What follows belongs to an exercise in optimizing a design on an open flow for small area; a production flow would make more cautious choices.
The RTL was checked by simulation tests, not by an equivalence proof against the original design.
Power and IR drop assume default switching activity.

Design register_file, start of the top module:
module register_file #(
  parameter int unsigned WORD_WIDTH = 32,
  parameter int unsigned SEL_WIDTH  = 5,
  parameter int unsigned NUM_REGS   = 32
) (
  input  logic                  clock,
  input  logic                  reset,
  input  logic                  left_read_enable,
  input  logic [SEL_WIDTH-1:0]  left_read_number,
  output logic [WORD_WIDTH-1:0] left_read_bus,
  input  logic                  right_read_enable,
  input  logic [SEL_WIDTH-1:0]  right_read_number,
  output logic [WORD_WIDTH-1:0] right_read_bus,
  input  logic                  write_enable,
  input  logic [SEL_WIDTH-1:0]  write_number,
  input  logic [WORD_WIDTH-1:0] write_bus
);
==> flow/config.mk <==
export PLATFORM = sky130hd
export DESIGN_NAME = register_file
export DESIGN_NICKNAME = register_file
export VERILOG_FILES = /design/flow/design.v
export SDC_FILE = /design/flow/constraint.sdc
export NUM_CORES = 4
export LEC_CHECK = 0
export CAP_MARGIN = 5
export CORE_MARGIN = 2
export CORE_UTILIZATION = 55
export SLEW_MARGIN = 5
export SYNTH_HIERARCHICAL = 1
==> flow/constraint.sdc <==
create_clock -name core_clock -period 8.0 [get_ports {clock}]
set_input_delay 1.6000 -clock core_clock [delete_from_list [all_inputs] [get_ports {clock}]]
set_output_delay 1.6000 -clock core_clock [all_outputs]
set_load 0.01 [all_outputs]
standard.sh (not shown) runs the stock make flow with config.mk's settings and CLKGATE_MAP_FILE= SYNTH_SCRIPT=/design/flow/synth_recipe.tcl, a recipe that flattens the netlist after the stock synthesis.
==> flow/flow/run.sh <==
#!/bin/bash
# Standard layout with two changes: ports buffered with buf_2 and a clock
# tree of clkbuf_8 without dummy loads.
export BUFFER_PORTS_ARGS="-buffer_cell sky130_fd_sc_hd__buf_2"
export CTS_ARGS="-sink_clustering_enable -repair_clock_nets -dont_use_dummy_load -buf_list sky130_fd_sc_hd__clkbuf_8 -sink_clustering_size 20 -sink_clustering_max_diameter 50"
bash standard.sh > standard.log 2>&1
The first run ran to the end with no violations.
Edit:
==> flow/run.sh (new file) <==
#!/bin/bash
# synth_recipe.tcl (not shown) runs the flow's synth.tcl, then flattens the netlist and writes it again
# the make line also repeats each setting of config.mk as NAME=value (left out here)
make -C /OpenROAD-flow-scripts/flow DESIGN_CONFIG=/design/flow/config.mk WORK_HOME=/design/flow/orfs CLKGATE_MAP_FILE= SYNTH_SCRIPT=/design/flow/synth_recipe.tcl finish
--- a/flow/config.mk
+++ b/flow/config.mk
@@ -7,6 +7,6 @@
 export LEC_CHECK = 0
-export CAP_MARGIN = 5
+export CAP_MARGIN = 20
 export CORE_MARGIN = 2
 export CORE_UTILIZATION = 55
-export SLEW_MARGIN = 5
+export SLEW_MARGIN = 20
 export SYNTH_HIERARCHICAL = 1
removed: flow/flow/run.sh
removed: flow/standard.sh
Total power rises by 22%.
Core utilization came out higher by 4.0 points.
Final area rose by 6.4%.
Clock-buffer cell count went up by 26.
Routed wire length rose by 0.96%.
Setup slack gets worse by 0.64 ns.
Edit:
==> flow/flow/run.sh (new file) <==
#!/bin/bash
# Standard layout with two changes: ports buffered with buf_1 and a clock
# tree of clkbuf_16 without dummy loads.
export BUFFER_PORTS_ARGS="-buffer_cell sky130_fd_sc_hd__buf_1"
export CTS_ARGS="-sink_clustering_enable -repair_clock_nets -dont_use_dummy_load -buf_list sky130_fd_sc_hd__clkbuf_16 -sink_clustering_size 30 -sink_clustering_max_diameter 60"
bash standard.sh > standard.log 2>&1
==> flow/standard.sh (new file) <==
#!/bin/bash
# synth_recipe.tcl (not shown) runs the flow's synth.tcl, then flattens the netlist and writes it again
# the make line also repeats each setting of config.mk as NAME=value (left out here)
make -C /OpenROAD-flow-scripts/flow DESIGN_CONFIG=/design/flow/config.mk WORK_HOME=/design/flow/orfs CLKGATE_MAP_FILE= SYNTH_SCRIPT=/design/flow/synth_recipe.tcl "${@:-finish}"
--- a/flow/config.mk
+++ b/flow/config.mk
@@ -10,2 +10,5 @@
 export CORE_UTILIZATION = 55
+export CTS_BUF_LIST = sky130_fd_sc_hd__clkbuf_8
+export CTS_CLUSTER_DIAMETER = 60
+export CTS_CLUSTER_SIZE = 24
 export SLEW_MARGIN = 20
removed: flow/run.sh
Global-route usage shrinks by 0.31 points.
Cell area shrinks by a few percent.
Wire length shrinks slightly.
Setup slack gets better by 0.63 ns.
Register-to-register slack hardly moves.
Synthesized area is unchanged.
Clock skew does not change.
Cell count shrinks by a few percent.
Edit:
==> flow/flow/run.sh (replaced) <==
#!/bin/bash
# Standard layout with two changes: ports buffered with buf_2 and a clock
# tree of clkbuf_8 without dummy loads.
export BUFFER_PORTS_ARGS="-buffer_cell sky130_fd_sc_hd__buf_2"
export CTS_ARGS="-sink_clustering_enable -repair_clock_nets -dont_use_dummy_load -buf_list sky130_fd_sc_hd__clkbuf_8 -sink_clustering_size 16 -sink_clustering_max_diameter 50"
bash standard.sh > standard.log 2>&1
Outcome:
- routed wire length climbs by 0.43%
- worst setup slack is worse by 0.029 ns
- final area drops by 0.84%
- global-route usage climbs by 0.25 points
Edit:
==> flow/flow/run.sh (replaced) <==
#!/bin/bash
# Standard layout with two changes: ports buffered with buf_2 and a clock
# tree of clkbuf_4 without dummy loads.
export BUFFER_PORTS_ARGS="-buffer_cell sky130_fd_sc_hd__buf_2"
export CTS_ARGS="-sink_clustering_enable -repair_clock_nets -dont_use_dummy_load -buf_list sky130_fd_sc_hd__clkbuf_4 -sink_clustering_size 12 -sink_clustering_max_diameter 40"
bash standard.sh > standard.log 2>&1
--- a/flow/config.mk
+++ b/flow/config.mk
@@ -10,5 +10,2 @@
 export CORE_UTILIZATION = 55
-export CTS_BUF_LIST = sky130_fd_sc_hd__clkbuf_8
-export CTS_CLUSTER_DIAMETER = 60
-export CTS_CLUSTER_SIZE = 24
 export SLEW_MARGIN = 20
What happened:
- cell area is lower slightly
- die area stays the same
- sequential power is about the same
- via count went up slightly
- first-iteration DRC count barely changes
- routed wire length stays flat
- worst hold slack barely changes
- critical path depth is unchanged
- setup slack gains 0.016 ns

==> re-timing with driven ports <==
The results above use ideal ports. As a check the final layouts listed here were re-extracted and re-timed, cells and wires unchanged. Step 1 assumes that a clkbuf_16 drives the clock port and a buf_2 every other input. Step 2 adds t to the input delays and takes it off the output delays; t is the mean of the earliest and latest rising clock arrival at the registers after step 1. Input paths then give back, and output paths get back, about the clock's delay inside the block. Slacks: ideal ports / drivers / drivers and shift; pairs: ideal ports / drivers.
| run | t, ns | slack for setup (ns) | worst setup path at the end | worst slew at a driven data input, ns | cell pins on the clock port's net |
|---|---|---|---|---|---|
| the first run | 0.781 | 1.115 / 1.089 / 1.089 | input to output | 0.06 | 1 |
| the second run | 0.740 | 0.472 / 0.452 / 0.452 | input to output | 0.04 | 1 |
| the third run | 0.688 | 1.106 / 1.084 / 1.084 | input to output | 0.04 | 1 |
| the fourth run | 0.785 | 1.077 / 1.051 / 1.051 | input to output | 0.07 | 1 |
| the fifth run | 1.043 | 1.094 / 1.068 / 1.068 | input to output | 0.06 | 1 |
After both steps setup and hold are still met in every run listed.
